Context: an optimization exercise on an open-source flow, tuned for small area and few clock cycles per item. The choices shown serve that exercise and are no tape-out recipe. In this exercise RTL edits were held to simulation tests only and were not proved equivalent to the original. Power is estimated from default activity; no workload was simulated.

===== flow/design.v =====
package sttk_pkg;
   localparam int TABLE_DEPTH = 16;
   localparam int LABEL_BYTES = 8;
   localparam int KEY_W   = 31;
   localparam int WAVE_W  = 16;
   localparam int MAP_W   = 8;
   localparam int STAMP_W = 32;
   localparam int LABEL_W = 64;
   localparam int READ_W  = 4;
   localparam int PLACE_W = 4;
   localparam int FILL_W  = 5;
   localparam int IDX_W = $clog2(TABLE_DEPTH);
   localparam int CNT_W = $clog2(TABLE_DEPTH + 1);
   localparam int SEL_W = (IDX_W > READ_W) ? IDX_W : READ_W;
   localparam int QUEUE_DEPTH = 2;
   localparam int Q_IDX_W     = $clog2(QUEUE_DEPTH);
   localparam int Q_CNT_W     = $clog2(QUEUE_DEPTH + 1);
   localparam int ENTRY_W = KEY_W + WAVE_W + MAP_W + STAMP_W + LABEL_W;
   localparam int CMD_W   = 1 + ENTRY_W + READ_W;
   localparam int LABEL_LO = 0;
   localparam int STAMP_LO = LABEL_LO + LABEL_W;
   localparam int MAP_LO   = STAMP_LO + STAMP_W;
   localparam int WAVE_LO  = MAP_LO + MAP_W;
   localparam int KEY_LO   = WAVE_LO + WAVE_W;
   typedef enum logic {
      OP_INSERT = 1'b0,
      OP_READ   = 1'b1
   } op_type;
   typedef struct packed {
      logic [KEY_W-1:0]   key;
      logic [WAVE_W-1:0]  wave;
      logic [MAP_W-1:0]   map;
      logic [STAMP_W-1:0] stamp;
      logic [LABEL_W-1:0] label;
   } entry_type;
   typedef struct packed {
      op_type            op;
      entry_type         rec;
      logic [READ_W-1:0] index;
   } cmd_type;
endpackage
import sttk_pkg::*;
module sttk_front (
   input  logic [KEY_W-1:0]   req_new_key,
   input  logic [WAVE_W-1:0]  req_new_wave,
   input  logic [MAP_W-1:0]   req_new_map,
   input  logic [STAMP_W-1:0] req_new_stamp,
   input  logic [LABEL_W-1:0] req_new_label,
   output logic [ENTRY_W-1:0] rec
);
   logic [LABEL_W-1:0] kept;
   logic               live;
   always_comb begin
      kept = '0;
      live = 1'b1;
      for (int b = 0; b < LABEL_BYTES; b++) begin
         live = live && (req_new_label[8*b +: 8] != 8'd0);
         if (live) begin
            kept[8*b +: 8] = req_new_label[8*b +: 8];
         end
      end
      rec = {req_new_key, req_new_wave, req_new_map, req_new_stamp, kept};
   end
endmodule
import sttk_pkg::*;
module sttk_back (
   input  logic               clock,
   input  logic               reset,
   input  logic               req_valid,
   output logic               req_ready,
   input  logic               req_operation,
   input  logic [READ_W-1:0]  req_read_index,
   input  logic [ENTRY_W-1:0] rec,
   output logic               rsp_valid,
   input  logic               rsp_ready,
   output logic               rsp_placed,
   output logic [PLACE_W-1:0] rsp_place_index,
   output logic [ENTRY_W-1:0] rd_data,
   output logic [FILL_W-1:0]  rsp_filled_count
);
   logic [ENTRY_W-1:0]     slot_ff [TABLE_DEPTH];
   logic [IDX_W-1:0]       ptr_ff  [TABLE_DEPTH];    
   logic [TABLE_DEPTH-1:0] used_ff;
   logic [IDX_W-1:0]       rd_ff;
   logic                   rdv_ff;
   logic [CNT_W-1:0]       cnt_ff;
   logic                   valid_ff;
   logic                   placed_ff;
   logic [PLACE_W-1:0]     place_ff;
   logic [KEY_W-1:0]       key;
   logic [TABLE_DEPTH-1:0] above;    
   logic [TABLE_DEPTH-1:0] last;     
   logic [TABLE_DEPTH-1:0] sel;
   logic [CNT_W-1:0]       mark;
   logic [1:0]             c2 [8];
   logic [2:0]             c3 [4];
   logic [3:0]             c4 [2];
   logic [IDX_W-1:0]       rd_slot;
   logic                   take, placed, ins;
   function automatic logic key_gt(input logic [KEY_W-1:0] a, input logic [KEY_W-1:0] b);
      logic [31:0] g, p;
      g = '0;
      p = '1;
      for (int i = 0; i < KEY_W; i++) begin
         g[i] = a[i] & ~b[i];
         p[i] = a[i] | ~b[i];
      end
      for (int s = 1; s < 32; s = s * 2) begin
         for (int i = 0; i < 32; i += 2 * s) begin
            g[i + 2*s - 1] = g[i + 2*s - 1] | (p[i + 2*s - 1] & g[i + s - 1]);
            p[i + 2*s - 1] = p[i + 2*s - 1] & p[i + s - 1];
         end
      end
      key_gt = g[31];
   endfunction
   always_comb begin
      key = rec[KEY_LO +: KEY_W];
      for (int p = 0; p < TABLE_DEPTH; p++) begin
         above[p] = used_ff[p] && key_gt(slot_ff[p][KEY_LO +: KEY_W], key);
         last[p]  = (ptr_ff[TABLE_DEPTH-1] == IDX_W'(p));
      end
      for (int p = 0; p < 8; p++) begin
         c2[p] = 2'(above[2*p]) + 2'(above[2*p+1]);
      end
      for (int p = 0; p < 4; p++) begin
         c3[p] = 3'(c2[2*p]) + 3'(c2[2*p+1]);
      end
      for (int p = 0; p < 2; p++) begin
         c4[p] = 4'(c3[2*p]) + 4'(c3[2*p+1]);
      end
      mark = CNT_W'(c4[0]) + CNT_W'(c4[1]);
      placed = !mark[IDX_W];
      req_ready = !valid_ff || rsp_ready;
      take      = req_valid && req_ready;
      ins       = take && !req_operation && placed;
      rd_slot   = ptr_ff[req_read_index];
      for (int p = 0; p < TABLE_DEPTH; p++) begin
         sel[p] = rdv_ff && (rd_ff == IDX_W'(p));
      end
      rd_data = '0;
      for (int p = 0; p < TABLE_DEPTH; p++) begin
         rd_data = rd_data | ({ENTRY_W{sel[p]}} & slot_ff[p]);
      end
      rsp_valid        = valid_ff;
      rsp_placed       = placed_ff;
      rsp_place_index  = place_ff;
      rsp_filled_count = FILL_W'(cnt_ff);
   end
   always_ff @(posedge clock) begin
      if (reset) begin
         valid_ff <= 1'b0;
         cnt_ff   <= '0;
         used_ff  <= '0;
         for (int i = 0; i < TABLE_DEPTH; i++) begin
            ptr_ff[i] <= IDX_W'(i);
         end
      end else begin
         if (take) begin
            valid_ff <= 1'b1;
         end else if (rsp_ready) begin
            valid_ff <= 1'b0;
         end
         if (ins && (key != '0) && (cnt_ff != CNT_W'(TABLE_DEPTH))) begin
            cnt_ff <= cnt_ff + 1'b1;
         end
         if (ins) begin
            used_ff <= used_ff | last;
            for (int i = 0; i < TABLE_DEPTH; i++) begin
               if (IDX_W'(i) == mark[IDX_W-1:0]) begin
                  ptr_ff[i] <= ptr_ff[TABLE_DEPTH-1];
               end else if (i > 0 && IDX_W'(i) > mark[IDX_W-1:0]) begin
                  ptr_ff[i] <= ptr_ff[i-1];
               end
            end
         end
      end
   end
   always_ff @(posedge clock) begin
      if (take) begin
         rd_ff     <= rd_slot;
         rdv_ff    <= req_operation && used_ff[rd_slot];
         placed_ff <= !req_operation && placed;
         place_ff  <= (!req_operation && placed) ? mark[PLACE_W-1:0] : '0;
      end
      for (int p = 0; p < TABLE_DEPTH; p++) begin
         if (take && !req_operation && last[p] && !above[p]) begin
            slot_ff[p] <= rec;
         end
      end
   end
endmodule
import sttk_pkg::*;
module sorted_top_k_record_table
(
   input  logic               clock,
   input  logic               reset,
   input  logic               req_valid,
   output logic               req_ready,
   input  logic               req_operation,
   input  logic [KEY_W-1:0]   req_new_key,
   input  logic [WAVE_W-1:0]  req_new_wave,
   input  logic [MAP_W-1:0]   req_new_map,
   input  logic [STAMP_W-1:0] req_new_stamp,
   input  logic [LABEL_W-1:0] req_new_label,
   input  logic [READ_W-1:0]  req_read_index,
   output logic               rsp_valid,
   input  logic               rsp_ready,
   output logic               rsp_placed,
   output logic [PLACE_W-1:0] rsp_place_index,
   output logic [KEY_W-1:0]   rsp_out_key,
   output logic [WAVE_W-1:0]  rsp_out_wave,
   output logic [MAP_W-1:0]   rsp_out_map,
   output logic [STAMP_W-1:0] rsp_out_stamp,
   output logic [LABEL_W-1:0] rsp_out_label,
   output logic [FILL_W-1:0]  rsp_filled_count
);
   logic [ENTRY_W-1:0] rec;
   logic [ENTRY_W-1:0] rd_data;
   logic               take;
   sttk_front u_front (
      .req_new_key   (req_new_key),
      .req_new_wave  (req_new_wave),
      .req_new_map   (req_new_map),
      .req_new_stamp (req_new_stamp),
      .req_new_label (req_new_label),
      .rec           (rec)
   );
   sttk_back u_back (
      .clock           (clock),
      .reset           (reset),
      .req_valid       (req_valid),
      .req_ready       (req_ready),
      .req_operation   (req_operation),
      .req_read_index  (req_read_index),
      .rec             (rec),
      .rsp_valid       (rsp_valid),
      .rsp_ready       (rsp_ready),
      .rsp_placed      (rsp_placed),
      .rsp_place_index (rsp_place_index),
      .rd_data         (rd_data),
      .rsp_filled_count(rsp_filled_count)
   );
   assign rsp_out_key   = rd_data[KEY_LO +: KEY_W];
   assign rsp_out_wave  = rd_data[WAVE_LO +: WAVE_W];
   assign rsp_out_map   = rd_data[MAP_LO +: MAP_W];
   assign rsp_out_stamp = rd_data[STAMP_LO +: STAMP_W];
   assign rsp_out_label = rd_data[LABEL_LO +: LABEL_W];
endmodule

===== flow/run.sh =====
#!/bin/bash
# synth_recipe.tcl (not shown) runs the flow's synth.tcl, then flattens the netlist and writes it again
# the make line also repeats each setting of config.mk as NAME=value (left out here)
make -C /OpenROAD-flow-scripts/flow DESIGN_CONFIG=/design/flow/config.mk WORK_HOME=/design/flow/orfs CLKGATE_MAP_FILE= SYNTH_SCRIPT=/design/flow/synth_recipe.tcl finish

===== flow/config.mk =====
export PLATFORM = sky130hd
export DESIGN_NAME = sorted_top_k_record_table
export DESIGN_NICKNAME = sorted_top_k_record_table
export VERILOG_FILES = /design/flow/design.v
export SDC_FILE = /design/flow/constraint.sdc
export NUM_CORES = 4
export LEC_CHECK = 0
export CAP_MARGIN = 20
export CELL_PAD_IN_SITES_DETAIL_PLACEMENT = 1
export CORE_MARGIN = 2
export CORE_UTILIZATION = 35
export PLACE_DENSITY = 0.42
export SLEW_MARGIN = 20

===== flow/constraint.sdc =====
create_clock -name core_clock -period 7.0 [get_ports {clock}]
set_input_delay 1.4000 -clock core_clock [delete_from_list [all_inputs] [get_ports {clock}]]
set_output_delay 1.4000 -clock core_clock [all_outputs]
set_load 0.01 [all_outputs]

==> out/qor.txt, run 1 <==
VDD IR max -> 0.000161 V
Number of synthesized register bits -> 2512
Initial Utilization -> 0.351
Layout cells sized above 1 -> 0.173
Syn Nets -> 6206
Sequential share of the synthesized area -> 0.754
Clk pwr share -> 0.439
Port bufs -> 322
Post-synth EDFFs -> 2426
Maxcap violations -> 0
Hold crit path type -> reg2reg
Final clock skew -> 0.0451 ns
Vias -> 65200
Mean Syn Cell Area -> 16.4 um^2
Hold_ws -> 0.480 ns
Netlist cell types -> 74
Net Sw Power -> 7.72 mW
TritonCTS Buffers -> 290
Layout Check Fails -> negative setup slack
CTS tree -> done
Crit path DAT -> 7.78 ns
Nets -> 7042
Worst Setup End Kind -> register
Yosys Warn Count -> 7
Pwr/cell area -> 276 mW/mm^2
Commonest non-fill, non-tap cell in the layout -> edfxtp_1
Critical path required time -> 7.77 ns
Leak pwr -> 39.4 nW
Post-synth ARST share -> 0
Wire per inst -> 36.7 um
Seq pwr share -> 0.497
Global-route wire length before repair -> 549000 um
Slew @ Worst Pin -> 1.01 ns
Initial antenna violation count -> 26
H-tree depth -> 5
Final worst setup slack -> -0.00451 ns
Core box area -> 0.282 mm^2
Slew Limit Fails -> 0
Critical path class -> in2reg
Combinational power share -> 0.064
Startpoint Class -> primary input
Area delta synth->final -> 22.7%
Root Buffer -> clkbuf_16
Area post-placement -> 0.111 mm^2
CTS Hold Bufs -> 0
Overall routed net length -> 398000 um
GR Overflow Total -> 0
Sw Ratio -> 0.230
Clock-pin slew on the worst setup and hold paths -> 0.06 ns
DIE WIDTH -> 536 um
Period minus WS final -> 7.00 ns
Highest achievable clock rate -> 0.143 GHz
DR vias/cell -> 6.02
Fin area -> 0.121 mm^2
Final Setup Violations -> 1
RSZ-0062 raised after global routing -> true
GRT Resource Usage Total -> 0.271
Drt first pass iters -> 6
Most frequent cells in the layout -> edfxtp_1 (2426), a22o_1 (622), a221oi_1 (617)
Rel. slew slack -> 0.319
Fin. Hold Viols -> 0
DIE AREA -> 0.287 mm^2
DRC -> 0
Sink Count -> 2512
RePlAce Congestion -> 0.928
Row count -> 195
Setup TNS -> -0.00451 ns
Filler cells -> 27300
Pint -> 25.8 mW
Status -> failed layout checks
Clk buf depth -> 4
Clk Latency, worst-skew pair -> 0.91 ns
Cell Area, Synth -> 0.0989 mm^2
Hpwl dp -> 231000 um
Fin crit share -> 1.00
DRT iter0 DRCs -> 6621
Post-synth top flop -> edfxtp_1
Vias in the first global route -> 66800
CP max FO -> 6
Pin count of the biggest net entering global routing -> 108
Post-DRT Antenna Nets -> 0
DIE HEIGHT -> 536 um
Final Power -> 33.6 mW
Post-Syn Instances -> 6029
# IOs -> 323
[per-layer routing]
layer	vias to the layer above	GRT usage	wire, um	part of all wire
met4	20	0.0710	11000	0.028
met5	-	0	121	0.00030
met2	2346	0.440	188000	0.47
li1	27000	-	-	-
met1	35300	0.383	177000	0.44
met3	546	0.0358	22400	0.056
[synth_stat cells (47+ instances only)]
master | instances | area share
edfxtp_1 | 2426 | 0.74
a221oi_1 | 628 | 0.056
a22o_1 | 622 | 0.055
clkbuf_1 | 351 | 0.013
a21oi_1 | 177 | 0.0090
inv_1 | 174 | 0.0066
nand4_1 | 169 | 0.011
maj3_1 | 168 | 0.017
nor2_1 | 155 | 0.0059
nand2_1 | 124 | 0.0047
nor2b_1 | 93 | 0.0059
o22ai_1 | 92 | 0.0058
dfxtp_1 | 86 | 0.017
nand2b_1 | 62 | 0.0039
and2_1 | 59 | 0.0037
o21ai_0 | 52 | 0.0026
nand3_1 | 47 | 0.0024
[worst paths after layout]
| path | cells past startpoint | slack [ns] | to | start |
|---|---|---|---|---|
| worst max-delay path | 27 | -0.005 | u_back.ptr_ff[6][1] | req_new_key[0] |
| worst min-delay path | 2 | 0.48 | u_back.ptr_ff[9][1] | u_back.ptr_ff[9][1] |
| worst max register to register | 25 | 0.17 | u_back.ptr_ff[6][1] | u_back.slot_ff[1][120] |
| worst min register to register | 2 | 0.48 | u_back.ptr_ff[9][1] | u_back.ptr_ff[9][1] |
[final cells by class]
type	instances	area, um^2	area share
Sequential cell	2512	74600	0.614
Multi-Input combinational cell	2941	23300	0.192
Timing Repair Buffer	935	9120	0.0751
Clock buffer	376	7770	0.0640
Tap cell	3743	4680	0.0386
Clock inverter	138	1260	0.0104
Inverter	185	713	0.00587
Antenna cell	7	17.5	0.000144
[stage by stage]
step           utilization  setup slack (ns)  std cells
2_1_floorplan            -             -1.61       6029
3_3_place_gp         0.394             -1.98      10300
3_5_place_dp         0.394             -1.94      10300
4_1_cts              0.429           0.00718      10800
5_1_grt              0.431           -0.0942      10800
6_report             0.431          -0.00451      10800
[cells by family (layout without fill, tap and decap cells)]
family / count (synthesis) / in the layout / share of synthesized area
AOI/OAI and AO/OA: 1863 / 1863 / 0.153
xor gates and xnor gates: 8 / 8 / 0.000708
adders and majority gates: 188 / 188 / 0.0203
buffers and inverters: 576 / 1634 / 0.0219
DFF: 2512 / 2512 / 0.754
muxes: 50 / 50 / 0.00573
other: 0 / 7 / 0
and+or+nand+nor: 832 / 832 / 0.0450
[state kept, by name (all words and copies together), names as in the netlist]
register          flops
u_back.slot_ff     2416
u_back.ptr_ff        64
u_back.used_ff       16
u_back.cnt_ff         5
u_back.place_ff       4
u_back.rd_ff          4
u_back.placed_ff      1
u_back.rdv_ff         1
u_back.valid_ff       1
[power groups by stage]
stage	Clock (mW)	Combinational [mW]	Sequential [mW]
3_3_place_gp	0	2.06	17.0
2_1_floorplan	0	0.808	17.0
5_1_grt	15.5	2.26	16.7
4_1_cts	15.0	2.12	16.7
6_report	14.7	2.15	16.7
3_5_place_dp	0	2.08	17.0
[what timing repair did]
item,in CTS,in global routing
pin swaps,44,48
gates resized for setup,148,130
cloned,3,0
buffers inserted,23,12
endpoints found under the hold margin,0,0
setup endpoints to repair,89,85
[critical path: stages]
cell and delay, ns:
buf_8 0.09, buf_12 0.12, nor2b_4 0.04, maj3_2 0.30, maj3_2 0.30, maj3_2 0.33
a21o_1 0.20, a211o_4 0.38, a221o_1 0.37, a21oi_2 0.14, fa_1 0.45, inv_2 0.09
fa_2 0.42, fa_2 0.59, inv_2 0.05, fa_1 0.49, inv_2 0.05, ha_4 0.16
fa_2 0.39, buf_4 0.15, xnor2_1 0.14, buf_4 0.19, nor3_1 0.25, buf_4 0.18
mux2i_1 0.18, nor2_1 0.06, a211o_1 0.26
Testbench counts, summed over its fixed seeds: cycles 20,035, items 16,000.
==> inputs of run 2 (changes only) <==
--- a/flow/design.v
+++ b/flow/design.v
@@ -81,4 +81,6 @@
    logic [ENTRY_W-1:0]     slot_ff [TABLE_DEPTH];
    logic [IDX_W-1:0]       ptr_ff  [TABLE_DEPTH];    
+   logic [IDX_W-1:0]       ptr     [TABLE_DEPTH];    
+   logic                   pend_ff;                  
    logic [TABLE_DEPTH-1:0] used_ff;
    logic [IDX_W-1:0]       rd_ff;
@@ -118,5 +120,17 @@
       for (int p = 0; p < TABLE_DEPTH; p++) begin
          above[p] = used_ff[p] && key_gt(slot_ff[p][KEY_LO +: KEY_W], key);
-         last[p]  = (ptr_ff[TABLE_DEPTH-1] == IDX_W'(p));
+      end
+      for (int i = 0; i < TABLE_DEPTH; i++) begin
+         ptr[i] = ptr_ff[i];
+         if (pend_ff) begin
+            if (IDX_W'(i) == place_ff) begin
+               ptr[i] = ptr_ff[TABLE_DEPTH-1];
+            end else if (i > 0 && IDX_W'(i) > place_ff) begin
+               ptr[i] = ptr_ff[i-1];
+            end
+         end
+      end
+      for (int p = 0; p < TABLE_DEPTH; p++) begin
+         last[p] = (ptr[TABLE_DEPTH-1] == IDX_W'(p));
       end
       for (int p = 0; p < 8; p++) begin
@@ -134,5 +148,5 @@
       take      = req_valid && req_ready;
       ins       = take && !req_operation && placed;
-      rd_slot   = ptr_ff[req_read_index];
+      rd_slot   = ptr[req_read_index];
       for (int p = 0; p < TABLE_DEPTH; p++) begin
          sel[p] = rdv_ff && (rd_ff == IDX_W'(p));
@@ -150,4 +164,5 @@
       if (reset) begin
          valid_ff <= 1'b0;
+         pend_ff  <= 1'b0;
          cnt_ff   <= '0;
          used_ff  <= '0;
@@ -164,13 +179,10 @@
             cnt_ff <= cnt_ff + 1'b1;
          end
+         pend_ff <= ins;
+         for (int i = 0; i < TABLE_DEPTH; i++) begin
+            ptr_ff[i] <= ptr[i];
+         end
          if (ins) begin
             used_ff <= used_ff | last;
-            for (int i = 0; i < TABLE_DEPTH; i++) begin
-               if (IDX_W'(i) == mark[IDX_W-1:0]) begin
-                  ptr_ff[i] <= ptr_ff[TABLE_DEPTH-1];
-               end else if (i > 0 && IDX_W'(i) > mark[IDX_W-1:0]) begin
-                  ptr_ff[i] <= ptr_ff[i-1];
-               end
-            end
          end
       end
--- a/flow/config.mk
+++ b/flow/config.mk
@@ -9,5 +9,8 @@
 export CELL_PAD_IN_SITES_DETAIL_PLACEMENT = 1
 export CORE_MARGIN = 2
-export CORE_UTILIZATION = 35
-export PLACE_DENSITY = 0.42
+export CORE_UTILIZATION = 60
+export CTS_BUF_LIST = sky130_fd_sc_hd__clkbuf_16
+export CTS_CLUSTER_DIAMETER = 60
+export CTS_CLUSTER_SIZE = 30
+export PLACE_DENSITY = 0.7
 export SLEW_MARGIN = 20
==> run 2 against run 1 <==
  * The run now finishes clean
  * Synthesized area up 0.38%
  * Clock power shrank 29%
  * Sequential share of layout area increased by 3.6 points
  * Cell count decreased by 17%
  * Clock-buffer cell count is 220 lower
  * Critical endpoint is now u_back.cnt_ff[3]
  * Worst hold slack better by 0.063 ns
  * First-iteration DRC count grew 95%
  * Routed wire length fell by 6.6%
==> out/qor.txt, run 2 <==
Mean Syn Cell Area -> 16.3 um^2 (-0.62%)
Slew Limit Fails -> 0 (unchanged)
Fin crit share -> 0.980 (-0.0205)
Root Buffer -> clkbuf_16
VDD IR max -> 0.000303 V (+88%)
Syn Nets -> 6267 (+0.98%)
DIE HEIGHT -> 411 um (-23%)
Initial antenna violation count -> 25 (-3.8%)
Hpwl dp -> 212000 um (-8.2%)
Critical path required time -> 7.66 ns (-0.11 ns)
Rel. slew slack -> 0.233 (-0.0857)
Maxcap violations -> 0 (unchanged)
Hold path depth -> 1 (-1)
Area delta synth->final -> 15.5%
Post-synth ARST share -> 0 (unchanged)
Drt first pass iters -> 6 (unchanged)
Yosys Warn Count -> 8 (+1)
Crit path DAT -> 7.52 ns (-0.26 ns)
Post-synth EDFFs -> 2426 (unchanged)
Wire per inst -> 41.6 um (+13%)
Largest Register -> u_back.slot_ff
Status -> finished clean
Netlist cell types -> 94 (+27%)
Layout cells sized above 1 -> 0.137 (-0.0368)
Synth top cells by count -> edfxtp_1 (2426), a221oi_1 (630), a22o_1 (610)
Period minus WS final -> 6.86 ns (-0.143 ns)
Final clock skew -> 0.0608 ns (+0.0158 ns)
Cell Area, Synth -> 0.0993 mm^2 (+0.38%)
Largest register FFs -> 2416 (unchanged)
Worst Setup End Kind -> register
Core box area -> 0.165 mm^2 (-42%)
Clk buf depth -> 3 (-1)
Overall routed net length -> 372000 um (-6.6%)
Row count -> 149 (-24%)
TritonCTS Buffers -> 153 (-47%)
Number of synthesized register bits -> 2513 (+0.040%)
Initial Utilization -> 0.603 (+0.252)
Clock-pin slew on the worst setup and hold paths -> 0.07 ns (about the same)
Pwr/cell area -> 257 mW/mm^2 (-7.1%)
DIE WIDTH -> 411 um (-23%)
Sink Count -> 2513 (+0.040%)
Most frequent cells in the layout -> edfxtp_1 (2426), a221oi_1 (618), a22o_1 (610)
CTS Hold Bufs -> 0 (unchanged)
DRT iter0 DRCs -> 12900 (+95%)
Pin count of the biggest net entering global routing -> 109 (+0.93%)
R2R depth -> 28 (+12%)
Yosys top cell by area -> edfxtp_1
Nets -> 6785 (-3.6%)
Port bufs -> 322 (unchanged)
Sequential share of the synthesized area -> 0.751 (-0.00268)
Final Setup Violations -> 0 (-1)
Leak pwr -> 36.4 nW (-7.6%)
Dpl cells -> 8628 (-16%)
# IOs -> 323 (unchanged)
DIE AREA -> 0.169 mm^2 (-41%)
GR Overflow Total -> 0 (unchanged)
Slew @ Worst Pin -> 1.14 ns (+0.132 ns)
Critical path class -> in2reg
DR vias/cell -> 7.84 (+30%)
Post-Syn Instances -> 6090 (+1.0%)
Final core utilization -> 0.697 (+0.266)
Post-synth top flop -> edfxtp_1
Global-route wire length before repair -> 523000 um (-4.7%)
Clk Latency, worst-skew pair -> 0.87 ns (-0.04 ns)
CP max FO -> 5 (-1)
RePlAce Congestion -> 1.00 (+8.2%)
DRC -> 0 (unchanged)
Highest achievable clock rate -> 0.146 GHz (+2.1%)
Slowest CP cell -> fa_1
Vias in the first global route -> 71000 (+6.3%)
Slowest stage delay, CP -> 0.51 ns (-0.08 ns)
CTS tree -> done
H-tree depth -> 4 (-1)
Most numerous cell in the Yosys netlist -> edfxtp_1
Hold crit path type -> reg2reg
Top cell type's share of synthesized area -> 0.734 (-0.00281)
Post-DRT Antenna Nets -> 0 (unchanged)
Vias -> 70100 (+7.5%)
Biggest regs -> u_back.slot_ff: 2416 flops, u_back.ptr_ff: 64 flops, u_back.used_ff: 16 flops
Startpoint Class -> primary input
Top post-synthesis cells by area -> edfxtp_1 (73%), a221oi_1 (5.6%), a22o_1 (5.4%)
Finished Layout Cells -> 8945 (-17%)
Critical Path Most Common Cell -> fa_1
GRT Resource Usage Total -> 0.436 (+0.165)
Fin. Hold Viols -> 0 (unchanged)
Commonest non-fill, non-tap cell in the layout -> edfxtp_1
==> run 2: cell count changes after synthesis, sizes merged, moves of 12 or more <==
cell	before	now
mux2i	42	26
nand3	47	33
a211o	18	4
nand2b	62	46
o22ai	92	127
a21oi	177	140
nor2	155	170
inv	177	157
buf	40	58
a211oi	19	32
o2bb2ai	5	21
o2111ai	6	18
o21ai	53	132
a22o	622	610
==> run 2: area by class of cell <==
class	count	area, um^2
Tap cell	2189	2740
Clock inverter	131	1590
Sequential cell	2513	74600
Clock buffer	156	3900
Antenna cell	16	40.0
Inverter	165	653
Timing Repair Buffer	766	7780
Fill cell	13900	50000
Multi-Input combinational cell	3009	23400
==> run 2: cell families (layout without fill, tap and decap cells) <==
logic type / count (synthesis) / in the layout / share of synthesized area
xor gates and xnor gates: 5 / 5 / 0.000441
and+or+nand+nor: 838 / 838 / 0.0459
DFF: 2513 / 2513 / 0.751
AOI/OAI and AO/OA: 1956 / 1956 / 0.158
other: 0 / 16 / 0
buffers and inverters: 568 / 1218 / 0.0218
muxes: 32 / 32 / 0.00330
adders and majority gates: 178 / 178 / 0.0192
==> run 2: path summary, 6_finish.rpt <==
check / start / to / slack (ns)
worst min register to register: u_back.used_ff[10] / u_back.used_ff[10] / 0.54
worst max register to register: u_back.slot_ff[13][130] / u_back.cnt_ff[3] / 0.31
worst min-delay path: u_back.used_ff[10] / u_back.used_ff[10] / 0.54
worst max-delay path: req_new_key[11] / u_back.cnt_ff[3] / 0.14
==> run 2: critical path: cells and delay by family <==
| kind | cells | cell delay, ns |
|---|---|---|
| compound gates | 8 | 1.84 |
| fa+ha+maj | 7 | 2.80 |
| xor+xnor | 1 | 0.15 |
| buf+inv | 8 | 0.71 |
| simple gates | 5 | 0.60 |
==> run 2: repair_timing <==
action,in CTS,in global routing
resized for setup,47,124
buffers inserted,4,10
endpoints found under the setup margin,27,27
pin swaps,15,48
gates cloned,0,1
==> run 2: through the flow <==
| stage | instance area, um^2 | setup TNS, ns | total power, mW | setup slack (ns) | hold WS [ns] |
|---|---|---|---|---|---|
| floorplan | 99700 | -1592.50 | 17.9 | -1.25 | 0.441 |
| global placement | 108000 | -46.57 | 19.2 | -1.86 | 0.489 |
| detailed placement | 109000 | -51.78 | 19.2 | -2.05 | 0.506 |
| CTS | 114000 | 0 | 29.3 | 0.00460 | 0.533 |
| global route | 115000 | -0.0321 | 29.9 | -0.0210 | 0.555 |
| finish | 115000 | 0 | 29.4 | 0.139 | 0.543 |
==> run 2: routing by layer <==
layer  up-vias  global-route usage  share of wire
met5         -                   0        0.00021
met4        12               0.233          0.058
met3      1331              0.0991           0.12
met2      6493               0.685           0.47
met1     35600               0.572           0.35
li1      26700                   -              -
==> run 2: power by group <==
group          switching (mW)  internal [mW]  total, mW
combinational            1.51          0.894       2.41
sequential             0.0615           16.6       16.6
clock                    5.74           4.66       10.4
total                    7.32           22.1       29.4
Testbench counts of run 2, summed over its fixed seeds: cycles 20,035, items 16,000.
==> inputs of run 3 (changes only) <==
==> flow/flow/run.sh (new file) <==
#!/bin/bash
# The standard layout, with two changes: the port buffers are the smallest buffer cell, and
# clock tree synthesis adds no dummy loads (its clustering settings as in config.mk).
set -euo pipefail
bash standard.sh \
  BUFFER_PORTS_ARGS="-buffer_cell sky130_fd_sc_hd__buf_1" \
  CTS_ARGS="-sink_clustering_enable -repair_clock_nets -dont_use_dummy_load -sink_clustering_size 30 -sink_clustering_max_diameter 60 -buf_list sky130_fd_sc_hd__clkbuf_16" \
  finish > standard_flow.log 2>&1
==> flow/standard.sh (new file) <==
#!/bin/bash
# synth_recipe.tcl (not shown) runs the flow's synth.tcl, then flattens the netlist and writes it again
# the make line also repeats each setting of config.mk as NAME=value (left out here)
make -C /OpenROAD-flow-scripts/flow DESIGN_CONFIG=/design/flow/config.mk WORK_HOME=/design/flow/orfs CLKGATE_MAP_FILE= SYNTH_SCRIPT=/design/flow/synth_recipe.tcl "${@:-finish}"
removed: flow/run.sh
==> run 3 against run 2 <==
  * Worst setup slack got worse by 0.0054 ns
  * Sequential cell count did not move
  * First-iteration DRC count is 11% lower
  * Routed wire length shrank 3.0%
  * Worst hold slack worse by 0.015 ns
  * Sequential power about the same
  * Maximum frequency about the same
  * Largest cell class unchanged
  * Combinational power is 12% lower
==> out/qor.txt, run 3 <==
Initial Utilization -> 0.603 (unchanged)
Status -> finished clean
Initial antenna violation count -> 21 (-16%)
RePlAce Congestion -> 1.00 (about the same)
Yosys top cell by area -> edfxtp_1
Drt first pass iters -> 9 (+3)
Final clock skew -> 0.0911 ns (+0.0303 ns)
Final Setup Violations -> 0 (unchanged)
GR Overflow Total -> 0 (unchanged)
Wl on met1 -> 125000 um (-2.5%)
Root Buffer -> clkbuf_16
Nets -> 6773 (-0.18%)
Largest Register -> u_back.slot_ff
H-tree depth -> 4 (unchanged)
Global-route wire length before repair -> 506000 um (-3.2%)
RSZ-0062 raised after global routing -> true
Vias in the first global route -> 69800 (-1.6%)
Area delta synth->final -> 11.4%
Crit path max-delay family -> adder cells
Maxcap violations -> 0 (unchanged)
Top post-synthesis cells by area -> edfxtp_1 (73%), a221oi_1 (5.6%), a22o_1 (5.4%)
Clk buf depth -> 3 (unchanged)
Startpoint Class -> primary input
Largest register FFs -> 2416 (unchanged)
Post-synth EDFFs -> 2426 (unchanged)
Wire per inst -> 41.0 um (-1.3%)
Slowest stage delay, CP -> 0.53 ns (+0.02 ns)
DR WL met2 -> 170000 um (-3.2%)
Most numerous cell in the Yosys netlist -> edfxtp_1
Met3 wire length -> 45300 um (-2.3%)
Hpwl dp -> 210000 um (-0.87%)
Sequential share of the synthesized area -> 0.751 (unchanged)
Sink Count -> 2513 (unchanged)
Pwr/cell area -> 245 mW/mm^2 (-4.4%)
Period minus WS final -> 6.87 ns (+0.00538 ns)
Top routing layer used -> met5
DIE WIDTH -> 411 um (unchanged)
Core box area -> 0.165 mm^2 (unchanged)
Finished Layout Cells -> 8795 (-1.7%)
Post-Syn Instances -> 6090 (unchanged)
Layout cells sized above 1 -> 0.116 (-0.0202)
DRT iter0 DRCs -> 11500 (-11%)
Slew Limit Fails -> 0 (unchanged)
Top cell type's share of synthesized area -> 0.734 (unchanged)
Clk Latency, worst-skew pair -> 0.87 ns (about the same)
Post-synth ARST share -> 0 (unchanged)
CTS tree -> done
Mean Syn Cell Area -> 16.3 um^2 (unchanged)
Row count -> 149 (unchanged)
CTS Hold Bufs -> 0 (unchanged)
# IOs -> 323 (unchanged)
Netlist cell types -> 94 (unchanged)
Crit path DAT -> 7.51 ns (about the same)
Critical path required time -> 7.64 ns (-0.02 ns)
GRT Resource Usage Total -> 0.422 (-0.0145)
Overall routed net length -> 361000 um (-3.0%)
Worst Setup End Kind -> register
DRC -> 0 (unchanged)
Area post-placement -> 0.106 mm^2 (-2.0%)
Fin crit share -> 0.981 (about the same)
VDD IR max -> 0.000278 V (-8.1%)
Number of synthesized register bits -> 2513 (unchanged)
DIE AREA -> 0.169 mm^2 (unchanged)
Most frequent cells in the layout -> edfxtp_1 (2426), a221oi_1 (618), a22o_1 (610)
Synth top cells by count -> edfxtp_1 (2426), a221oi_1 (630), a22o_1 (610)
Setup slack, reg-to-reg -> 0.27 ns (-0.04 ns)
Rel. slew slack -> 0.112 (-0.121)
DR vias/cell -> 7.84 (about the same)
Clock-pin slew on the worst setup and hold paths -> 0.06 ns (about the same)
TritonCTS Buffers -> 150 (-2.0%)
Final Power -> 27.1 mW (-7.8%)
Filler cells -> 14200 (+2.2%)
Critical path class -> in2reg
Dpl cells -> 8627 (-0.012%)
Hold crit path type -> reg2reg
Biggest regs -> u_back.slot_ff: 2416 flops, u_back.ptr_ff: 64 flops, u_back.used_ff: 16 flops
Pin count of the biggest net entering global routing -> 125 (+15%)
Vias -> 68900 (-1.6%)
Fin. Hold Viols -> 0 (unchanged)
Highest achievable clock rate -> 0.146 GHz (about the same)
Post-synth top flop -> edfxtp_1
Commonest non-fill, non-tap cell in the layout -> edfxtp_1
Critical Path Most Common Cell -> fa_1
Slowest CP cell -> fa_1
Port bufs -> 322 (unchanged)
Post-DRT Antenna Nets -> 0 (unchanged)
Buf/Inv on CP -> 10 (+2)
Yosys Warn Count -> 8 (unchanged)
Slew @ Worst Pin -> 1.33 ns (+0.188 ns)
Cell Area, Synth -> 0.0993 mm^2 (unchanged)
CP max FO -> 5 (unchanged)
Syn Nets -> 6267 (unchanged)
Leak pwr -> 34.6 nW (-4.9%)
Fin area -> 0.111 mm^2 (-3.6%)
Final core utilization -> 0.672 (-0.0248)
DIE HEIGHT -> 411 um (unchanged)
## run 3: cell count changes in the layout (fill, tap and decap cells not counted), sizes merged, moves of 13 or more
cell           previous run  this run
buf                     444       749
clkdlybuf4s50           301         0
clkinv                   59         7
clkinvlp                 14         0
dlymetal6s2s             13         0
inv                     217       158
## run 3: worst min-delay path, stage by stage (launching register included)
cell and delay (ns):
dfxtp_1 0.32, nand2_1 0.06, o211ai_1 0.08
## run 3: final timing paths
kind | cells after the start | endpoint | start
worst max-delay path | 31 | u_back.cnt_ff[3] | req_new_key[18]
worst min-delay path | 2 | u_back.ptr_ff[7][0] | u_back.ptr_ff[7][0]
worst max register to register | 28 | u_back.cnt_ff[3] | u_back.slot_ff[13][120]
worst min register to register | 2 | u_back.ptr_ff[7][0] | u_back.ptr_ff[7][0]
## run 3: cell families after synthesis
kind of cell,after synthesis,share of synthesized area
buffers and inverters,568,0.0218
and+or+nand+nor,838,0.0459
adders and majority gates,178,0.0192
muxes,32,0.00330
xor gates and xnor gates,5,0.000441
AOI/OAI and AO/OA,1956,0.158
DFF,2513,0.751
## run 3: power breakdown
group	total, mW	switching (mW)	leakage [nW]	internal (mW)
clock	8.40	4.60	1.85	3.80
sequential	16.6	0.0602	22.6	16.6
combinational	2.11	1.49	10.2	0.621
total	27.1	6.15	34.6	21.0
## run 3: repair_timing
action,in CTS,in global routing
cloned,0,1
gates resized for setup,16,97
setup buffers,1,5
pin swaps,4,36
endpoints found under the setup margin,27,25
## run 3: layer usage
metal,vias to the layer above,global-route usage
li1,26500,-
met4,18,0.219
met1,35200,0.552
met3,1230,0.0958
met5,-,0
met2,6035,0.666
## run 3: per-stage QoR
stage                     hold WS [ns]  TNS [ns]  setup slack, ns
after floorplan                  0.441  -1592.50            -1.25
after global placement           0.498    -28.99            -1.19
after detailed placement         0.510    -37.70            -1.59
after CTS                        0.526         0          0.00613
after global routing             0.547    -0.126          -0.0759
final                            0.527         0            0.133
## run 3: cell type report
cell class              count  area [um^2]  share of cell area
clock buffers             150         3750              0.0339
repair buffers            757         5560              0.0503
well taps                2189         2740              0.0248
inverters                 165          649             0.00587
flip-flops and latches   2513        74600               0.675
multi-input cells        3009        23300               0.210
diodes                     12         30.0            0.000272
==> inputs of run 4 (changes only) <==
--- a/flow/design.v
+++ b/flow/design.v
@@ -144,5 +144,5 @@
       end
       mark = CNT_W'(c4[0]) + CNT_W'(c4[1]);
-      placed = !mark[IDX_W];
+      placed = !(&above);
       req_ready = !valid_ff || rsp_ready;
       take      = req_valid && req_ready;
==> run 4 against run 3 <==
  * Cell count shrank 1.4%
  * Worst hold slack lost 0.048 ns
  * Sequential power about the same
  * Synthesized cell count rose by 0.71%
  * Worst setup slack better by 0.13 ns
  * Critical path type unchanged
  * Largest cell class unchanged
  * Highest routed layer unchanged
==> out/qor.txt, run 4 <==
Status -> finished clean
Clk pwr share -> 0.314 (+0.005)
Syn Nets -> 6311 (+0.70%)
Crit path max-delay family -> adder cells
DRT iter0 DRCs -> 11200 (-1.9%)
Most frequent cells in the layout -> edfxtp_1 (2426), a22o_1 (635), a221oi_1 (629)
Top routing layer used -> met5
DR WL met2 -> 164000 um (-3.6%)
Netlist cell types -> 95 (+1.1%)
Global-route wire length before repair -> 496000 um (-2.0%)
Cell Area, Synth -> 0.100 mm^2 (+0.70%)
Hold crit path type -> reg2reg
Post-Synth Adder-Cell Area -> 0.0175 (-0.00165)
Overall routed net length -> 353000 um (-2.2%)
DIE HEIGHT -> 412 um (+0.35%)
Post-synthesis compound-gate area fraction -> 0.155 (-0.00354)
Top cell type's share of synthesized area -> 0.729 (-0.00509)
Vias -> 67700 (-1.7%)
Rel. slew slack -> 0.174 (+0.0620)
Area delta synth->final -> 9.62%
Maxcap violations -> 0 (unchanged)
Initial Utilization -> 0.605 (+0.00215)
# IOs -> 323 (unchanged)
Sequential share of the synthesized area -> 0.746 (-0.00521)
Final core utilization -> 0.664 (-0.00815)
Pint -> 21.0 mW (-0.16%)
Hpwl dp -> 207000 um (-1.6%)
CP max FO -> 32 (+27)
VDD IR max -> 0.000279 V (+0.35%)
Leak pwr -> 34.0 nW (-1.9%)
GR Overflow Total -> 0 (unchanged)
DRC -> 0 (unchanged)
Largest Register -> u_back.slot_ff
Nets -> 6654 (-1.8%)
Period minus WS final -> 6.74 ns (-0.129 ns)
CTS Hold Bufs -> 0 (unchanged)
Initial antenna violation count -> 11 (-48%)
Clock-pin slew on the worst setup and hold paths -> 0.06 ns (about the same)
Slowest CP cell -> nor4_1
Post-synth EDFFs -> 2426 (unchanged)
Mean Syn Cell Area -> 16.3 um^2 (about the same)
H-tree depth -> 4 (unchanged)
Largest register FFs -> 2416 (unchanged)
XOR/XNOR Fraction of Synth Area -> 0.000175 (-0.000266)
Largest family of logic cells by synthesized area -> compound AO/OA/AOI/OAI gates
Net Sw Power -> 5.94 mW (-3.4%)
Synth top cells by count -> edfxtp_1 (2426), a22o_1 (635), a221oi_1 (631)
Mux cell area share after synthesis -> 0.00409 (+0.000790)
DR vias/cell -> 7.82 (-0.29%)
Fin crit share -> 0.963 (-0.0185)
Met3 wire length -> 42700 um (-5.6%)
Biggest regs -> u_back.slot_ff: 2416 flops, u_back.ptr_ff: 64 flops, u_back.used_ff: 16 flops
# Post-CTS Setup Buffers -> 0 (-1)
Sink Count -> 2513 (unchanged)
GRT Resource Usage Total -> 0.411 (-0.0105)
Number of synthesized register bits -> 2513 (unchanged)
RePlAce Congestion -> 1.03 (+3.0%)
Critical path required time -> 7.50 ns (-0.14 ns)
Top post-synthesis cells by area -> edfxtp_1 (73%), a22o_1 (5.6%), a221oi_1 (5.5%)
Pin count of the biggest net entering global routing -> 110 (-12%)
Slowest stage delay, CP -> 0.79 ns (+0.26 ns)
DIE AREA -> 0.170 mm^2 (+0.69%)
Buf/Inv on CP -> 4 (-6)
Yosys top cell by area -> edfxtp_1
Critical path class -> in2reg
Slew Limit Fails -> 0 (unchanged)
Post-Syn Instances -> 6133 (+0.71%)
Post-synth top flop -> edfxtp_1
DIE WIDTH -> 412 um (+0.35%)
Final clock skew -> 0.0833 ns (-0.00783 ns)
Commonest non-fill, non-tap cell in the layout -> edfxtp_1
Clk Latency, worst-skew pair -> 0.86 ns (about the same)
Port bufs -> 322 (unchanged)
Fin. Hold Viols -> 0 (unchanged)
Final Setup Violations -> 0 (unchanged)
Wire per inst -> 40.7 um (-0.74%)
Most numerous cell in the Yosys netlist -> edfxtp_1
Yosys Warn Count -> 8 (unchanged)
Vias in the first global route -> 67900 (-2.7%)
Crit path DAT -> 7.24 ns (-0.27 ns)
Slew @ Worst Pin -> 1.22 ns (-0.108 ns)
Post-Synth Simple-Gate Area -> 0.0555 (+0.00958)
Wl on met1 -> 129000 um (+2.9%)
Post_cts resized -> 0 (-16)
Seq pwr share -> 0.619 (+0.006)
Clk buf depth -> 3 (unchanged)
Root Buffer -> clkbuf_16
Highest achievable clock rate -> 0.148 GHz (+1.9%)
Post-DRT Antenna Nets -> 0 (unchanged)
Drt first pass iters -> 12 (+3)
Sw Ratio -> 0.221 (-0.00579)
Post-synth ARST share -> 0 (unchanged)
Combinational power share -> 0.067 (-0.011)
Worst Setup End Kind -> register
Hold_ws -> 0.480 ns (-0.0477 ns)
TritonCTS Buffers -> 153 (+2.0%)
Critical Path Most Common Cell -> fa_1
Row count -> 149 (unchanged)
Pwr/cell area -> 245 mW/mm^2 (about the same)
RSZ-0062 raised after global routing -> false
CP cell instances -> buf_1, buf_12, nor2b_1, a221oi_1, o2111ai_1, nor4_1, o31ai_1, nand3_1, inv_1, fa_1, fa_1, fa_1, fa_1, inv_1, ha_1, a21o_1, a21oi_1, xor2_1, nor3_1
Startpoint Class -> primary input
Core box area -> 0.165 mm^2 (+0.34%)
Layout cells sized above 1 -> 0.0848 (-0.0317)
CTS tree -> done
[run 4: kinds of logic (layout without fill, tap and decap cells)]
family / count (synthesis) / count (layout)
multiplexers: 37 / 37
other: 0 / 5
buffers and inverters: 563 / 904
AND/OR/NAND/NOR: 983 / 983
AO/OA/AOI/OAI: 1873 / 1873
adder cells (fa/ha/maj): 162 / 162
XOR/XNOR: 2 / 2
flip-flops: 2513 / 2513
[run 4: final timing paths]
path / startpoint / cells past startpoint / end / slack, ns
setup / recovery: req_new_key[15] / 19 / u_back.place_ff[3] / 0.26
hold / removal: u_back.ptr_ff[0][0] / 2 / u_back.ptr_ff[0][0] / 0.48
setup reg to reg: u_back.slot_ff[13][142] / 17 / u_back.place_ff[3] / 0.75
hold reg to reg: u_back.ptr_ff[0][0] / 2 / u_back.ptr_ff[0][0] / 0.48
[run 4: area by class of cell]
type / instances / area (um^2)
Multi-Input combinational cell: 3057 / 23500
Clock buffer: 153 / 3830
Antenna cell: 5 / 12.5
Tap cell: 2189 / 2740
Timing Repair Buffer: 591 / 4260
Fill cell: 14400 / 55600
Inverter: 160 / 633
Sequential cell: 2513 / 74600
[run 4: power groups by stage]
stage | Sequential (mW) | Clock (mW) | Combinational (mW)
after CTS | 16.6 | 8.44 | 1.74
after floorplan | 17.0 | 0 | 0.861
after global placement | 17.0 | 0 | 1.67
final | 16.6 | 8.46 | 1.79
after global routing | 16.7 | 8.84 | 1.86
after detailed placement | 17.0 | 0 | 1.73
[run 4: worst reg2reg max path, cell delays in order (launching register included)]
cell	delay, ns
edfxtp_1	0.54
nor2b_1	0.11
nor3_1	0.20
or4b_1	0.56
nor4_1	0.77
o31ai_1	0.38
nand3_1	0.27
inv_1	0.08
fa_1	0.53
fa_1	0.46
fa_1	0.46
fa_1	0.54
inv_1	0.07
ha_1	0.31
a21o_1	0.19
a21oi_1	0.18
xor2_1	0.20
nor3_1	0.07
[run 4: routing by layer]
| metal | global-route usage | vias up |
|---|---|---|
| met5 | 0 | - |
| met4 | 0.188 | 14 |
| met3 | 0.0832 | 1081 |
| met2 | 0.640 | 5596 |
| met1 | 0.565 | 34800 |
| li1 | - | 26200 |
[run 4: through the flow]
stage / setup WS [ns] / cell area [um^2] / total power, mW / setup TNS, ns / instances
2_1_floorplan: -2.13 / 100000 / 17.8 / -1220.03 / 6133
3_3_place_gp: -0.231 / 106000 / 18.6 / -0.453 / 8504
3_5_place_dp: -0.301 / 106000 / 18.7 / -0.632 / 8509
4_1_cts: 0.585 / 110000 / 26.8 / 0 / 8662
5_1_grt: 0.255 / 110000 / 27.3 / 0 / 8666
6_report: 0.262 / 110000 / 26.9 / 0 / 8668
Testbench counts of run 4, summed over its fixed seeds: cycles 20,035, items 16,000.
==> inputs of run 5 (changes only) <==
--- a/flow/design.v
+++ b/flow/design.v
@@ -144,5 +144,5 @@
       end
       mark = CNT_W'(c4[0]) + CNT_W'(c4[1]);
-      placed = !(&above);
+      placed = |(last & ~above);
       req_ready = !valid_ff || rsp_ready;
       take      = req_valid && req_ready;
==> run 5 against run 4 <==
  * Synthesized cell count is 0.18% lower
  * Worst hold slack improved by 0.028 ns
  * Clock power down 2%
  * Sequential cell count stayed put
  * Routed wire length increased by 5.2%
  * Clock-buffer cell count is 7 lower
  * Critical path type unchanged
  * Utilization shrank 0.55 points
  * Largest cell class unchanged
  * Non-clock buffer count fell by 1
  * Critical path depth stayed put
  * Final area decreased by 1.0%
  * Via count increased by 1.5%
  * Clock skew increased by 0.026 ns
==> out/qor.txt, run 5 <==
Status -> finished clean
VDD IR max -> 0.000300 V (+7.6%)
DIE AREA -> 0.169 mm^2 (-0.55%)
Clk Latency, worst-skew pair -> 0.84 ns (-0.02 ns)
H-tree depth -> 4 (unchanged)
Crit path DAT -> 6.78 ns (-0.46 ns)
Slew @ Worst Pin -> 1.31 ns (+0.0824 ns)
Critical path class -> in2reg
Pin count of the biggest net entering global routing -> 119 (+8.2%)
Root Buffer -> clkbuf_16
Hold crit path type -> reg2reg
Highest achievable clock rate -> 0.159 GHz (+7.3%)
Vias in the first global route -> 68600 (+1.0%)
Most frequent cells in the layout -> edfxtp_1 (2426), a22o_1 (654), a221oi_1 (623)
Yosys top cell by area -> edfxtp_1
GR Overflow Total -> 0 (unchanged)
Number of synthesized register bits -> 2513 (unchanged)
Post-synth ARST share -> 0 (unchanged)
Worst R2R Start -> u_back.slot_ff[9][120]
DRT iter0 DRCs -> 11900 (+5.7%)
Initial Utilization -> 0.603 (-0.00202)
Slowest CP cell -> a221oi_1
Critical Path Most Common Cell -> fa_1
Final Power -> 26.8 mW (-0.44%)
Mean Syn Cell Area -> 16.2 um^2 (-0.38%)
Synth top cells by count -> edfxtp_1 (2426), a22o_1 (654), a221oi_1 (623)
Commonest non-fill, non-tap cell in the layout -> edfxtp_1
Syn Nets -> 6299 (-0.19%)
Setup TNS -> 0 ns (unchanged)
DIE HEIGHT -> 411 um (-0.28%)
RePlAce Congestion -> 1.04 (+1.1%)
# Post-CTS Setup Buffers -> 0 (unchanged)
R2R depth -> 18 (+1)
Sequential share of the synthesized area -> 0.750 (+0.00419)
Hold_ws -> 0.508 ns (+0.0280 ns)
Layout cells sized above 1 -> 0.0831 (-0.00167)
Global-route wire length before repair -> 516000 um (+4.1%)
Post_cts resized -> 0 (unchanged)
Most numerous cell in the Yosys netlist -> edfxtp_1
Area delta synth->final -> 9.08%
Critical path required time -> 7.50 ns (about the same)
Maxcap violations -> 0 (unchanged)
Post-synth top flop -> edfxtp_1
Setup slack, reg-to-reg -> 1.15 ns (+0.40 ns)
Rel. slew slack -> 0.129 (-0.0445)
RR Endpoint -> u_back.place_ff[2]
Worst Setup SP -> req_new_key[0]
CTS Hold Bufs -> 0 (unchanged)
Drt first pass iters -> 9 (-3)
Initial antenna violation count -> 29 (+18)
Leak pwr -> 34.0 nW (about the same)
Worst Setup End Kind -> register
Largest register FFs -> 2416 (unchanged)
Clock-pin slew on the worst setup and hold paths -> 0.07 ns (about the same)
Period minus WS final -> 6.28 ns (-0.457 ns)
Final Setup Violations -> 0 (unchanged)
Crit path max-delay family -> adder cells
Biggest regs -> u_back.slot_ff: 2416 flops, u_back.ptr_ff: 64 flops, u_back.used_ff: 16 flops
Fin crit share -> 0.897 (-0.0652)
Overall routed net length -> 371000 um (+5.2%)
Wire per inst -> 42.9 um (+5.4%)
DIE WIDTH -> 411 um (-0.28%)
TritonCTS Buffers -> 146 (-4.6%)
GRT Resource Usage Total -> 0.432 (+0.0212)
Largest Register -> u_back.slot_ff
Pwr/cell area -> 247 mW/mm^2 (+0.61%)
Netlist cell types -> 101 (+6.3%)
Top cell type's share of synthesized area -> 0.733 (+0.00409)
Core box area -> 0.165 mm^2 (-0.23%)
Setup crit end -> u_back.place_ff[2]
CP cell instances -> buf_1, nor2b_1, maj3_1, a211oi_1, o21ai_0, buf_4, a221oi_1, o31ai_2, inv_1, fa_1, fa_1, fa_1, inv_1, fa_1, ha_1, inv_1, fa_1, xor2_1, nor3_1
Post-DRT Antenna Nets -> 0 (unchanged)
Vias -> 68800 (+1.5%)
Post-synth EDFFs -> 2426 (unchanged)
DR vias/cell -> 7.95 (+1.8%)
Final clock skew -> 0.110 ns (+0.0262 ns)
Fin. Hold Viols -> 0 (unchanged)
Final worst setup slack -> 0.719 ns (+0.457 ns)
Sink Count -> 2513 (unchanged)
Top post-synthesis cells by area -> edfxtp_1 (73%), a22o_1 (5.8%), a221oi_1 (5.5%)
Port bufs -> 322 (unchanged)
Yosys Warn Count -> 8 (unchanged)
Nets -> 6627 (-0.41%)
CP max FO -> 8 (-75%)
Hpwl dp -> 213000 um (+3.3%)
CTS tree -> done
Row count -> 149 (unchanged)
Post-Syn Instances -> 6122 (-0.18%)
Startpoint Class -> primary input
Crit. path cell count -> 19 (unchanged)
DRC -> 0 (unchanged)
RSZ-0062 raised after global routing -> false
Slew Limit Fails -> 0 (unchanged)
Pre-CTS setup slack -> 0.0771 ns (+0.378 ns)
Slowest stage delay, CP -> 0.59 ns (-0.20 ns)
# IOs -> 323 (unchanged)
Clk buf depth -> 3 (unchanged)
Buf/Inv on CP -> 5 (+1)
Cell Area, Synth -> 0.0994 mm^2 (-0.56%)
## run 5: cell count changes in the layout (fill, tap and decap cells not counted), moves of 21 or more
| cell | change |
|---|---|
| a21o_1 | +29 |
| a21oi_1 | +87 |
| a222oi_1 | +37 |
| a22oi_1 | +24 |
| buf_12 | -24 |
| buf_4 | +25 |
| inv_2 | +21 |
| maj3_1 | -86 |
| nand2_1 | +23 |
| nand2b_1 | -57 |
| nor2b_1 | -84 |
| o21ai_0 | +43 |
## run 5: how the worst min path moves through the flow
stage                                 endpoint  depth (start not counted)                 start
after CTS                  u_back.ptr_ff[7][0]                          2   u_back.ptr_ff[7][0]
after detailed placement   u_back.ptr_ff[7][0]                          2   u_back.ptr_ff[7][0]
final                      u_back.ptr_ff[7][0]                          2   u_back.ptr_ff[7][0]
after floorplan           u_back.ptr_ff[13][1]                          2  u_back.ptr_ff[13][1]
after global placement     u_back.ptr_ff[7][0]                          2   u_back.ptr_ff[7][0]
after global routing       u_back.ptr_ff[7][0]                          2   u_back.ptr_ff[7][0]
## run 5: cell type report
cell class | instances | area, um^2
Antenna cell | 13 | 32.5
Fill cell | 14300 | 56300
Multi-Input combinational cell | 3019 | 22800
Sequential cell | 2513 | 74600
Timing Repair Buffer | 590 | 3930
Clock buffer | 146 | 3650
Inverter | 180 | 687
Tap cell | 2189 | 2740
## run 5: worst register-to-register path, stage by stage (launching register included)
cell and delay [ns]:
edfxtp_1 0.44, nor2b_1 0.17, maj3_1 0.40, a211oi_1 0.35
o21ai_0 0.29, buf_4 0.24, a221oi_1 0.59, o31ai_2 0.12
inv_1 0.10, fa_1 0.44, fa_1 0.47, fa_1 0.54
inv_1 0.05, fa_1 0.53, ha_1 0.18, inv_1 0.07
fa_1 0.38, xor2_1 0.16, nor3_1 0.07
## run 5: per-stage QoR
step / area [um^2] / utilization / cells
3_3_place_gp: 105000 / 0.635 / 8487
2_1_floorplan: 99800 / - / 6122
4_1_cts: 108000 / 0.658 / 8637
6_report: 108000 / 0.658 / 8650
3_5_place_dp: 105000 / 0.636 / 8491
5_1_grt: 108000 / 0.658 / 8643
## run 5: kinds of logic (layout without fill, tap and decap cells)
group	after synthesis	in the layout	share of synthesized area
xor gates and xnor gates	2	2	0.000176
and+or+nand+nor	803	803	0.0435
buffers and inverters	590	916	0.0231
AOI/OAI and AO/OA	2114	2114	0.171
DFF	2513	2513	0.750
adders and majority gates	61	61	0.00736
other	0	13	0
muxes	39	39	0.00432
## run 5: metal layers
layer,part of all wire,vias to the layer above,global-route usage
li1,-,26300,-
met1,0.36,35200,0.584
met2,0.46,6114,0.669
met3,0.13,1158,0.104
met4,0.051,32,0.203
met5,0.00056,-,0
## run 5: where the power goes
part | leakage (nW) | internal [mW] | total, mW | switching [mW]
clock network | 1.80 | 3.71 | 8.33 | 4.62
logic | 9.64 | 0.484 | 1.80 | 1.32
registers | 22.6 | 16.6 | 16.6 | 0.0643
Testbench counts of run 5, summed over its fixed seeds: cycles 20,035, items 16,000.
==> inputs of run 6 (changes only) <==
==> flow/flow/run.sh (replaced) <==
#!/bin/bash
# The standard layout, with two changes: the port buffers are the smallest buffer cell, and
# clock tree synthesis adds no dummy loads (its clustering settings as in config.mk).
set -euo pipefail
bash standard.sh \
  BUFFER_PORTS_ARGS="-buffer_cell sky130_fd_sc_hd__buf_1" \
  CTS_ARGS="-sink_clustering_enable -repair_clock_nets -dont_use_dummy_load -sink_clustering_size 30 -sink_clustering_max_diameter 70 -buf_list sky130_fd_sc_hd__clkbuf_16" \
  finish > standard_flow.log 2>&1
--- a/flow/config.mk
+++ b/flow/config.mk
@@ -11,5 +11,5 @@
 export CORE_UTILIZATION = 60
 export CTS_BUF_LIST = sky130_fd_sc_hd__clkbuf_16
-export CTS_CLUSTER_DIAMETER = 60
+export CTS_CLUSTER_DIAMETER = 70
 export CTS_CLUSTER_SIZE = 30
 export PLACE_DENSITY = 0.7
==> run 6 against run 5 <==
  * Still clean
  * Critical path depth unchanged
  * Synthesized cell count unchanged
  * Maximum frequency is essentially flat
  * Combinational power about the same
  * Largest cell class unchanged
  * Highest routed layer unchanged
==> out/qor.txt, run 6 <==
Multi-input gate area -> 0.0228 mm^2 (unchanged)
Most frequent cells in the layout -> edfxtp_1 (2426), a22o_1 (654), a221oi_1 (623)
Final worst setup slack -> 0.725 ns (+0.00559 ns)
Slew Limit Fails -> 0 (unchanged)
Synth top cells by count -> edfxtp_1 (2426), a22o_1 (654), a221oi_1 (623)
Syn Nets -> 6299 (unchanged)
Initial antenna violation count -> 25 (-14%)
H-tree depth -> 4 (unchanged)
CTS tree -> done
Top cell type's share of synthesized area -> 0.733 (unchanged)
Clk pwr share -> 0.298 (-0.013)
VDD IR max -> 0.000313 V (+4.3%)
Period minus WS final -> 6.28 ns (-0.00559 ns)
Vias -> 68100 (-1.0%)
TritonCTS Buffers -> 132 (-9.6%)
Global-route wire length before repair -> 508000 um (-1.5%)
RePlAce Congestion -> 1.04 (unchanged)
Hold crit path type -> reg2reg
Seq pwr share -> 0.634 (+0.012)
Overall routed net length -> 365000 um (-1.8%)
Post-DRT Antenna Nets -> 0 (unchanged)
Startpoint Class -> primary input
Nets -> 6613 (-0.21%)
Clk Latency, worst-skew pair -> 0.86 ns (+0.02 ns)
Pint -> 20.4 mW (-1.7%)
Rel. slew slack -> 0.183 (+0.0541)
GRT Resource Usage Total -> 0.426 (-0.00591)
Post-synth ARST share -> 0 (unchanged)
Slew @ Worst Pin -> 1.22 ns (-0.0811 ns)
Clk buf depth -> 3 (unchanged)
Post-Syn Instances -> 6122 (unchanged)
Final clock skew -> 0.106 ns (-0.00351 ns)
Number of synthesized register bits -> 2513 (unchanged)
Pwr/cell area -> 243 mW/mm^2 (-1.7%)
Commonest non-fill, non-tap cell in the layout -> edfxtp_1
Highest achievable clock rate -> 0.159 GHz (about the same)
Hpwl dp -> 213000 um (unchanged)
Vias in the first global route -> 67900 (-1.1%)
Fin. Hold Viols -> 0 (unchanged)
Layout cells sized above 1 -> 0.0811 (-0.00200)
Sw Ratio -> 0.222 (-0.00266)
# Post-CTS Setup Buffers -> 0 (unchanged)
DIE AREA -> 0.169 mm^2 (unchanged)
Fin crit share -> 0.896 (about the same)
Largest register FFs -> 2416 (unchanged)
Pre-CTS setup slack -> 0.0771 ns (unchanged)
Initial Utilization -> 0.603 (unchanged)
Netlist cell types -> 101 (unchanged)
Mean Syn Cell Area -> 16.2 um^2 (unchanged)
Root Buffer -> clkbuf_16
Critical path class -> in2reg
Post-synth EDFFs -> 2426 (unchanged)
Final Setup Violations -> 0 (unchanged)
Largest Register -> u_back.slot_ff
Critical path required time -> 7.56 ns (+0.06 ns)
Top post-synthesis cells by area -> edfxtp_1 (73%), a22o_1 (5.8%), a221oi_1 (5.5%)
Maxcap violations -> 0 (unchanged)
Yosys top cell by area -> edfxtp_1
Area delta synth->final -> 8.71%
Register area -> 0.0746 mm^2 (unchanged)
Biggest regs -> u_back.slot_ff: 2416 flops, u_back.ptr_ff: 64 flops, u_back.used_ff: 16 flops
DIE WIDTH -> 411 um (unchanged)
Most numerous cell in the Yosys netlist -> edfxtp_1
Port bufs -> 322 (unchanged)
RSZ-0062 raised after global routing -> false
CTS Hold Bufs -> 0 (unchanged)
Yosys Warn Count -> 8 (unchanged)
Filler cells -> 14400 (+0.76%)
DRT iter0 DRCs -> 11500 (-3.1%)
Cell Area, Synth -> 0.0994 mm^2 (unchanged)
Pin count of the biggest net entering global routing -> 119 (unchanged)
DR vias/cell -> 7.89 (-0.80%)
DIE HEIGHT -> 411 um (unchanged)
Combinational power share -> 0.068 (about the same)
Row count -> 149 (unchanged)
Status -> finished clean
Clock-pin slew on the worst setup and hold paths -> 0.10 ns (+0.03 ns)
Worst Setup End Kind -> register
Post_cts resized -> 0 (unchanged)
Core box area -> 0.165 mm^2 (unchanged)
Leak pwr -> 33.8 nW (-0.51%)
CP max FO -> 8 (unchanged)
Post-synth top flop -> edfxtp_1
Sequential share of the synthesized area -> 0.750 (unchanged)
Wire per inst -> 42.2 um (-1.6%)
DRC -> 0 (unchanged)
GR Overflow Total -> 0 (unchanged)
Drt first pass iters -> 9 (unchanged)
# IOs -> 323 (unchanged)
Crit path DAT -> 6.84 ns (+0.06 ns)
Net Sw Power -> 5.82 mW (-3.1%)
Final core utilization -> 0.656 (-0.00220)
Sink Count -> 2513 (unchanged)
## run 6: worst paths after layout
kind | slack (ns) | depth (start not counted) | endpoint | startpoint
worst min register to register | 0.51 | 2 | u_back.ptr_ff[7][0] | u_back.ptr_ff[7][0]
worst min-delay path | 0.51 | 2 | u_back.ptr_ff[7][0] | u_back.ptr_ff[7][0]
worst max register to register | 1.09 | 18 | u_back.place_ff[2] | u_back.slot_ff[9][120]
worst max-delay path | 0.72 | 19 | u_back.place_ff[2] | req_new_key[0]
## run 6: worst max-delay path: stages
cell and delay (ns):
buf_1 0.30, nor2b_1 0.10, maj3_1 0.39, a211oi_1 0.37
o21ai_0 0.31, buf_4 0.25, a221oi_1 0.59, o31ai_2 0.12
inv_1 0.10, fa_1 0.44, fa_1 0.47, fa_1 0.54
inv_1 0.05, fa_1 0.53, ha_1 0.18, inv_1 0.07
fa_1 0.38, xor2_1 0.16, nor3_1 0.07
## run 6: per-layer routing
metal,track usage,share of wire
met5,0,0.00053
met4,0.192,0.049
met3,0.0984,0.13
met2,0.657,0.46
met1,0.585,0.36
## run 6: cell families (layout without fill, tap and decap cells)
kind of cell | count (synthesis) | after routing | synth area share
AO/OA/AOI/OAI | 2114 | 2114 | 0.171
XOR/XNOR | 2 | 2 | 0.000176
adder cells (fa/ha/maj) | 61 | 61 | 0.00736
buffers and inverters | 590 | 902 | 0.0231
flip-flops | 2513 | 2513 | 0.750
multiplexers | 39 | 39 | 0.00432
other | 0 | 8 | 0
AND/OR/NAND/NOR | 803 | 803 | 0.0435
## run 6: final cells by class
class | instances | area share
multi-input cells | 3019 | 0.211
inverters | 180 | 0.00635
repair buffers | 590 | 0.0364
flip-flops and latches | 2513 | 0.690
diodes | 8 | 0.000185
clock buffers | 132 | 0.0306
well taps | 2189 | 0.0253
## run 6: power groups by stage
stage	clock network, mW	registers, mW	logic (mW)
global placement	0	17.0	1.68
detailed placement	0	17.0	1.73
finish	7.81	16.6	1.79
floorplan	0	17.0	0.876
global route	8.19	16.6	1.86
CTS	7.79	16.6	1.74
## run 6: metrics by stage
stage	hold slack, ns	cell area [um^2]	total power, mW	std cells	setup TNS, ns
finish	0.512	108000	26.2	8631	0
global route	0.550	108000	26.7	8625	0
CTS	0.511	108000	26.2	8623	0
detailed placement	0.494	105000	18.7	8491	0
global placement	0.488	105000	18.6	8487	0
floorplan	0.451	99800	17.8	6122	-255.83

==> static timing again, ports no longer ideal <==
No port has a modelled driver above. Below, the same layouts with a new extraction and two added sets of constraints. Step 1: set_driving_cell puts a clkbuf_16 on clock and a buf_2 on each other input, an assumption about the parent block. Step 2 moves the port delays by t, midway between the first and last clock arrival at a register: inputs arrive t later, outputs are due t later. That takes back most of the time a late clock gives input paths. Three values: no drivers, after step 1, after step 2; two values: the first two.
run | t (ns) | slack for setup (ns) | hold slack, ns | worst register clock-pin slew, ns | worst slew at a driven data input, ns
run 1 | 0.988 | -0.005 / 0.035 / -0.953 | 0.480 / 0.480 / 0.480 | 0.06 / 0.06 | 0.18
run 2 | 0.934 | 0.139 / 0.204 / -0.730 | 0.543 / 0.543 / 0.543 | 0.12 / 0.12 | 0.17
run 3 | 0.923 | 0.133 / 0.169 / -0.755 | 0.527 / 0.527 / 0.527 | 0.11 / 0.11 | 0.17
run 4 | 0.921 | 0.262 / 0.329 / -0.592 | 0.480 / 0.480 / 0.480 | 0.11 / 0.11 | 0.16
run 5 | 0.877 | 0.719 / 0.775 / -0.102 | 0.508 / 0.508 / 0.508 | 0.12 / 0.12 | 0.20
run 6 | 0.899 | 0.725 / 0.771 / -0.128 | 0.512 / 0.512 / 0.512 | 0.11 / 0.11 | 0.19
With both steps, setup timing fails in 5 of these runs, where it was met with ideal ports. The setup slack of run 1, which loses most, moves by +0.040 ns with the drivers and by -0.948 ns with both steps.
